Context: an optimization exercise on an open-source flow, tuned for small area, a short achievable clock period and few clock cycles per item. The choices shown serve that exercise and are no tape-out recipe. Function was checked by simulation only, so behaviour that the tests miss may differ from the original. No activity file was given, so power comes from the tool's default toggle rates.

## sorted_list_insert_remove
module sorted_list_insert_remove #(
   parameter int CAPACITY    = 32,
   parameter int VALUE_WIDTH = 32
) (
   input  wire                                clock,
   input  wire                                reset,
   input  wire                                req_valid,
   output logic                               req_ready,
   input  wire  [sli_pkg::FUNC_W-1:0]         req_func,
   input  wire  signed [sli_pkg::ITEM_W-1:0]  req_item_value,
   output logic                               rsp_valid,
   input  wire                                rsp_ready,
   output logic [sli_pkg::STATUS_W-1:0]       rsp_status,
   output logic [sli_pkg::POS_W-1:0]          rsp_position,
   output logic [sli_pkg::CNT_W-1:0]          rsp_comparisons,
   output logic [sli_pkg::CNT_W-1:0]          rsp_moves,
   output logic [sli_pkg::CNT_W-1:0]          rsp_entry_count,
   output logic                               rsp_is_empty,
   output logic                               rsp_is_full
);
   localparam int NUM_W  = $clog2(CAPACITY + 1);           
   localparam int GROUPS = 8;
   localparam int GW     = CAPACITY / GROUPS;              
   localparam int GC_W   = $clog2(GW + 1);                 
   localparam int PC_W   = $clog2(2 * GW + 1);             
   localparam int QC_W   = $clog2(4 * GW + 1);             
  ...
clock: 5.5 ns
lec_check: 0
cap_margin: 20
core_margin: 2
core_utilization: 40
setup_slack_margin: 2.7
slew_margin: 20
run.sh (not shown) runs the stock make flow with config.mk's settings and CLKGATE_MAP_FILE= SYNTH_SCRIPT=/design/flow/synth_recipe.tcl, a recipe that flattens the netlist after the stock synthesis.
The baseline finished with timing, DRC and antenna clean.
Testbench counts at the start, summed over its fixed seeds: cycles 12,048, items 12,000.
Rerun with:
==> flow/flow/run.sh (new file) <==
#!/bin/bash
# Own layout flow: the standard layout (standard.sh, with its synthesis unchanged) with two
# resizer settings changed:
#  - the ports are buffered with buf_4 instead of the buffer buffer_ports picks by itself
#  - timing repair may swap a cell for one with a different footprint (MATCH_CELL_FOOTPRINT=0)
# make's full output goes to flow_make.log; ORFS keeps each step's log under orfs/logs/.
set -euo pipefail
bash standard.sh finish MATCH_CELL_FOOTPRINT=0 \
   "BUFFER_PORTS_ARGS=-buffer_cell sky130_fd_sc_hd__buf_4" > flow_make.log 2>&1
==> flow/standard.sh (new file) <==
#!/bin/bash
# synth_recipe.tcl (not shown) runs the flow's synth.tcl, then flattens the netlist and writes it again
# the make line also repeats each setting of config.mk as NAME=value (left out here)
make -C /OpenROAD-flow-scripts/flow DESIGN_CONFIG=/design/flow/config.mk WORK_HOME=/design/flow/orfs CLKGATE_MAP_FILE= SYNTH_SCRIPT=/design/flow/synth_recipe.tcl "${@:-finish}"
Settings changed: SETUP_SLACK_MARGIN 2.7 to 3.2.
removed: flow/run.sh
Routed wire length rises by 6.7%.
Sequential power barely changes.
Utilization rises by 3.6 points.
Critical path depth rises by 2.

========
sorted_list_insert_remove, a different RTL version from the one above (not shown whole).
Size in the first run: ~5400 cells after synthesis, about 1500 flip-flops, about 67 I/O pins, ~73000 µm² of cells after synthesis.
## sorted_list_insert_remove
module sorted_list_insert_remove #(
   parameter int CAPACITY    = 32,
   parameter int VALUE_WIDTH = 32
) (
   input  wire                                clock,
   input  wire                                reset,
   input  wire                                req_valid,
   output logic                               req_ready,
   input  wire  [sli_pkg::FUNC_W-1:0]         req_func,
   input  wire  signed [sli_pkg::ITEM_W-1:0]  req_item_value,
   output logic                               rsp_valid,
   input  wire                                rsp_ready,
   output logic [sli_pkg::STATUS_W-1:0]       rsp_status,
   output logic [sli_pkg::POS_W-1:0]          rsp_position,
   output logic [sli_pkg::CNT_W-1:0]          rsp_comparisons,
   output logic [sli_pkg::CNT_W-1:0]          rsp_moves,
   output logic [sli_pkg::CNT_W-1:0]          rsp_entry_count,
   output logic                               rsp_is_empty,
   output logic                               rsp_is_full
);
clock: 5.5 ns
lec_check: 0
cap_margin: 20
core_margin: 2
core_utilization: 50
cts_cluster_diameter: 150
cts_cluster_size: 25
setup_slack_margin: 2.8
slew_margin: 20
standard.sh (not shown) runs the stock make flow with config.mk's settings and CLKGATE_MAP_FILE= SYNTH_SCRIPT=/design/flow/synth_recipe.tcl, a recipe that flattens the netlist after the stock synthesis.
==> flow/flow/run.sh <==
#!/bin/bash
# Own layout flow: the standard layout (standard.sh, with its synthesis unchanged) with two
# resizer settings changed:
#  - the ports are buffered with buf_4 instead of the buffer buffer_ports picks by itself
#  - timing repair may swap a cell for one with a different footprint (MATCH_CELL_FOOTPRINT=0)
# make's full output goes to flow_make.log; ORFS keeps each step's log under orfs/logs/.
set -euo pipefail
bash standard.sh finish MATCH_CELL_FOOTPRINT=0 \
   "BUFFER_PORTS_ARGS=-buffer_cell sky130_fd_sc_hd__buf_4" > flow_make.log 2>&1
Testbench counts at the start, summed over its fixed seeds: cycles 12,048, items 12,000.
Change:
Settings changed: CORE_UTILIZATION 50 to 55, CTS_CLUSTER_DIAMETER 150 to unset, CTS_CLUSTER_SIZE 25 to unset.
Outcome: The new run went through all stages and came out clean. Core utilization rose by 7.9 points. Final cell count is about the same. Final area goes up by 4.0%. Power grows by 26%. Count of clock-buffer cells in the layout grows by 96. Clock power came out higher by 86%. Die area went down by 9.0%.
Change:
Settings changed: CORE_UTILIZATION 55 to 40, SETUP_SLACK_MARGIN 2.8 to 2.9.
Die area goes up by 37%.
Cell area goes up by 1.8%.
Utilization goes down by 17 points.
Routed wire length goes up by 5.0%.
Change:
Settings changed: CORE_UTILIZATION 40 to 55, CTS_CLUSTER_DIAMETER set to 100, CTS_CLUSTER_SIZE set to 25, SETUP_SLACK_MARGIN 2.9 to 2.8.
Setup slack improved by 0.0043 ns.
Maximum frequency barely changes.
Hold slack stays flat.
Via count shrinks by about 2.6%.
Total power is lower by about 20%.
Change:
Settings changed: CORE_UTILIZATION 55 to 40, CTS_CLUSTER_DIAMETER 100 to unset, CTS_CLUSTER_SIZE 25 to unset, SETUP_SLACK_MARGIN 2.8 to 3.2.
Effect:
- worst hold slack is about the same
- maximum frequency is lower by about 0.6%
- sequential share of layout area went down by 4.3 points
- worst setup slack degrades by 0.017 ns
- cell count increases by about 12%
- area after synthesis stays the same

========
sorted_list_insert_remove, a different RTL version from the one above (not shown whole).
Size in the first run: about 4800 cells after synthesis.
Settings: LEC_CHECK=0, CAP_MARGIN=20, CORE_MARGIN=2, CORE_UTILIZATION=40, SLEW_MARGIN=20; clock period 5.5 ns.
run.sh (not shown) runs the stock make flow with config.mk's settings and CLKGATE_MAP_FILE= SYNTH_SCRIPT=/design/flow/synth_recipe.tcl, a recipe that flattens the netlist after the stock synthesis.
Stock flow here: none of the scripts above is used.
The first run completed without violations.
Testbench counts at the start, summed over its fixed seeds: cycles 12,040, items 12,000.
Then changed:
- SETUP_SLACK_MARGIN: not set -> 3.0
What happened: Non-clock buffer count goes up by 235; design area climbs by 8.3%; count of clock-buffer cells in the layout stays the same; final cell count increases by 3.3%; via count rises by 5.8%; power is higher by 1.1%; worst setup slack gets better by 0.75 ns; first-iteration DRC count increases by 5.2%; global-route usage grows by 2.3 points; synthesized cell count stays the same; hold slack is about the same.

========
Another version of the RTL of sorted_list_insert_remove (not shown whole).
Size in the first run: about 5300 cells after synthesis, roughly 67 I/O pins, roughly 0.073 mm^2 of cells after synthesis.
clock: 5.5 ns
lec_check: 0
cap_margin: 20
core_margin: 2
core_utilization: 60
setup_slack_margin: 2.5
slew_margin: 20
The first run finished with timing, DRC and antenna clean.
Testbench counts at the start, summed over its fixed seeds: cycles 12,048, items 12,000.
Next try:
Settings changed: CORE_UTILIZATION 60 to 40, SETUP_SLACK_MARGIN 2.5 to 2.7.
Effect: Total power went up by 0.63%. Sequential cell count does not change. Design area came out higher by about 3.4%. Area after synthesis stays the same. Combinational power increases by about 6%. Clock power barely changes.
Next try:
Settings changed: SETUP_SLACK_MARGIN 2.7 to 3.0, TNS_END_PERCENT set to 20.
Effect: Synthesized area does not change. Clock skew falls by 0.0066 ns. Setup slack loses 0.049 ns. Sequential power barely changes.

========
## v46
RTL: one of the versions met above, not the one the previous note started from.
Size in the first run: roughly 5,400 cells after synthesis, roughly 73,000 um2 of cells after synthesis.
Settings: LEC_CHECK=0, CAP_MARGIN=20, CORE_MARGIN=2, CORE_UTILIZATION=55, CTS_CLUSTER_DIAMETER=150, CTS_CLUSTER_SIZE=25, SETUP_SLACK_MARGIN=2.8, SLEW_MARGIN=20; clock period 5.5 ns.
standard.sh (not shown) runs the stock make flow with config.mk's settings and CLKGATE_MAP_FILE= SYNTH_SCRIPT=/design/flow/synth_recipe.tcl, a recipe that flattens the netlist after the stock synthesis.
Scripts as last shown in full above: flow/flow/run.sh
Testbench counts of v46, summed over its fixed seeds: cycles 12,048, items 12,000.
diff inputs: v46 => v16
Settings: CORE_UTILIZATION now 40, was 55.
--- outcome ---
- Core area grows by more than a quarter when moving from v46 to v16.
- Between v46 and v16, delay of the slowest critical-path stage decreased.
- For v16, the timing endpoint of the critical path was g_slot[29].u_cell.value_ff[23], unlike v46, where it was g_slot[5].u_cell.lt_ff[1].
- Taking v46 as the reference, in v16 largest clock skew in the final design went up 0.0074 ns; design area went up; total power increased by about 0.37% relative to the old numbers; final cell count now larger.
--- input diff v16..v45 ---
Settings: CORE_UTILIZATION changed from 40 to 60.
--- outcome ---
| final design instance area without fill | v45 vs v16 | about 2.4% lower |
Width of the die (v45 vs. v16) decreases by more than 10%
v45 against v16: clock network power share moved down; worst-case setup margin in the final layout +0.12 ns; utilization after layout went up.
> inputs changed (v45 -> v17)
Settings: CTS_CLUSTER_SIZE now 30, was 25; CORE_UTILIZATION now 55, was 60.
==> run notes <==
Looking at combinational group share of total power, v17 sits 0.3 points above v45.
Going from v45 to v17, register clock-pin slew on the reported worst setup and hold paths increased by 0.02 ns relative to the old numbers; routed wirelength normalized by instance count increased by 0.36% relative to the old numbers; clock share of power decreased by 2.3 points relative to the old numbers; final standard cell utilization of the core decreased by 5.8 points relative to the old numbers.
Row last weighted congestion value of the routability-driven placer: v17 lower / v45 higher
Wire length of the first global-routing pass: v17 worse than v45
Between v17 and v45, it is v17 whose clock latency on the worst-skew pair is higher, by 0.04 ns.
Share of total power in sequential cells in v17 vs v45: up 2.0 points
Across both runs, H-tree level count was lower for v17 than for v45.
v17 ended with more post-placement cell count than v45.

static timing again, ports no longer ideal:
The results above use ideal ports. As a check the final layouts listed here were re-extracted and re-timed, cells and wires unchanged.
Step 1 (the two cells are an assumption about what drives the block):
set clk [get_ports {clock}]
set_driving_cell -lib_cell sky130_fd_sc_hd__clkbuf_16 $clk
set_driving_cell -lib_cell sky130_fd_sc_hd__buf_2 [delete_from_list [all_inputs] $clk]
Step 2 times the ports against the registers' clock, not the clock port: input delays grow and output delays shrink by t, the midpoint of the rising clock arrivals with the driver on.
Slacks: no drivers / after step 1 / after step 2; pairs: no drivers / after step 1.
| run | t (ns) | slack for setup (ns) | worst hold slack (ns) | latest minus earliest clock arrival (ns) | worst slew at a driven data input, ns |
|---|---|---|---|---|---|
| the first run of note 1 | 0.881 | 2.665 / 2.665 / 2.169 | 0.343 / 0.343 / 0.343 | 0.027 / 0.027 | 0.17 |
| the second run of note 1 | 0.871 | 2.731 / 2.731 / 2.646 | 0.347 / 0.347 / 0.347 | 0.035 / 0.035 | 0.12 |
| the first run of note 2 | 0.784 | 2.838 / 2.838 / 2.175 | 0.380 / 0.380 / 0.380 | 0.039 / 0.039 | 0.05 |
| the second run of note 2 | 0.856 | 2.837 / 2.837 / 2.418 | 0.380 / 0.380 / 0.380 | 0.024 / 0.024 | 0.07 |
| the third run of note 2 | 0.889 | 2.768 / 2.768 / 2.480 | 0.379 / 0.379 / 0.379 | 0.027 / 0.027 | 0.08 |
| the fourth run of note 2 | 0.776 | 2.773 / 2.773 / 2.470 | 0.380 / 0.380 / 0.380 | 0.024 / 0.025 | 0.07 |
| the fifth run of note 2 | 0.859 | 2.756 / 2.756 / 2.620 | 0.379 / 0.379 / 0.379 | 0.033 / 0.033 | 0.10 |
| the first run of note 3 | 0.849 | 1.563 / 1.563 / 1.563 | 0.418 / 0.418 / 0.418 | 0.035 / 0.035 | 0.08 |
| the second run of note 3 | 0.856 | 2.309 / 2.309 / 2.309 | 0.420 / 0.420 / 0.420 | 0.026 / 0.026 | 0.08 |
| the first run of note 4 | 0.857 | 2.537 / 2.537 / 2.112 | 0.422 / 0.422 / 0.422 | 0.025 / 0.024 | 0.10 |
| the second run of note 4 | 0.875 | 2.717 / 2.682 / 1.992 | 0.419 / 0.419 / 0.419 | 0.031 / 0.030 | 0.18 |
| the third run of note 4 | 0.876 | 2.668 / 2.668 / 1.999 | 0.414 / 0.414 / 0.414 | 0.028 / 0.028 | 0.18 |
| v46 | 0.772 | 2.801 / 2.801 / 2.454 | 0.371 / 0.371 / 0.371 | 0.032 / 0.032 | 0.08 |
| v16 | 0.789 | 2.651 / 2.651 / 2.361 | 0.396 / 0.396 / 0.396 | 0.038 / 0.038 | 0.08 |
| v45 | 0.758 | 2.767 / 2.767 / 2.457 | 0.377 / 0.377 / 0.377 | 0.036 / 0.035 | 0.05 |
| v17 | 0.801 | 2.679 / 2.679 / 2.437 | 0.372 / 0.372 / 0.372 | 0.034 / 0.034 | 0.08 |
After both steps every run listed still meets setup and hold. The setup slack of the second run of note 4, which loses most, moves by -0.035 ns with the drivers and by -0.725 ns with both steps.
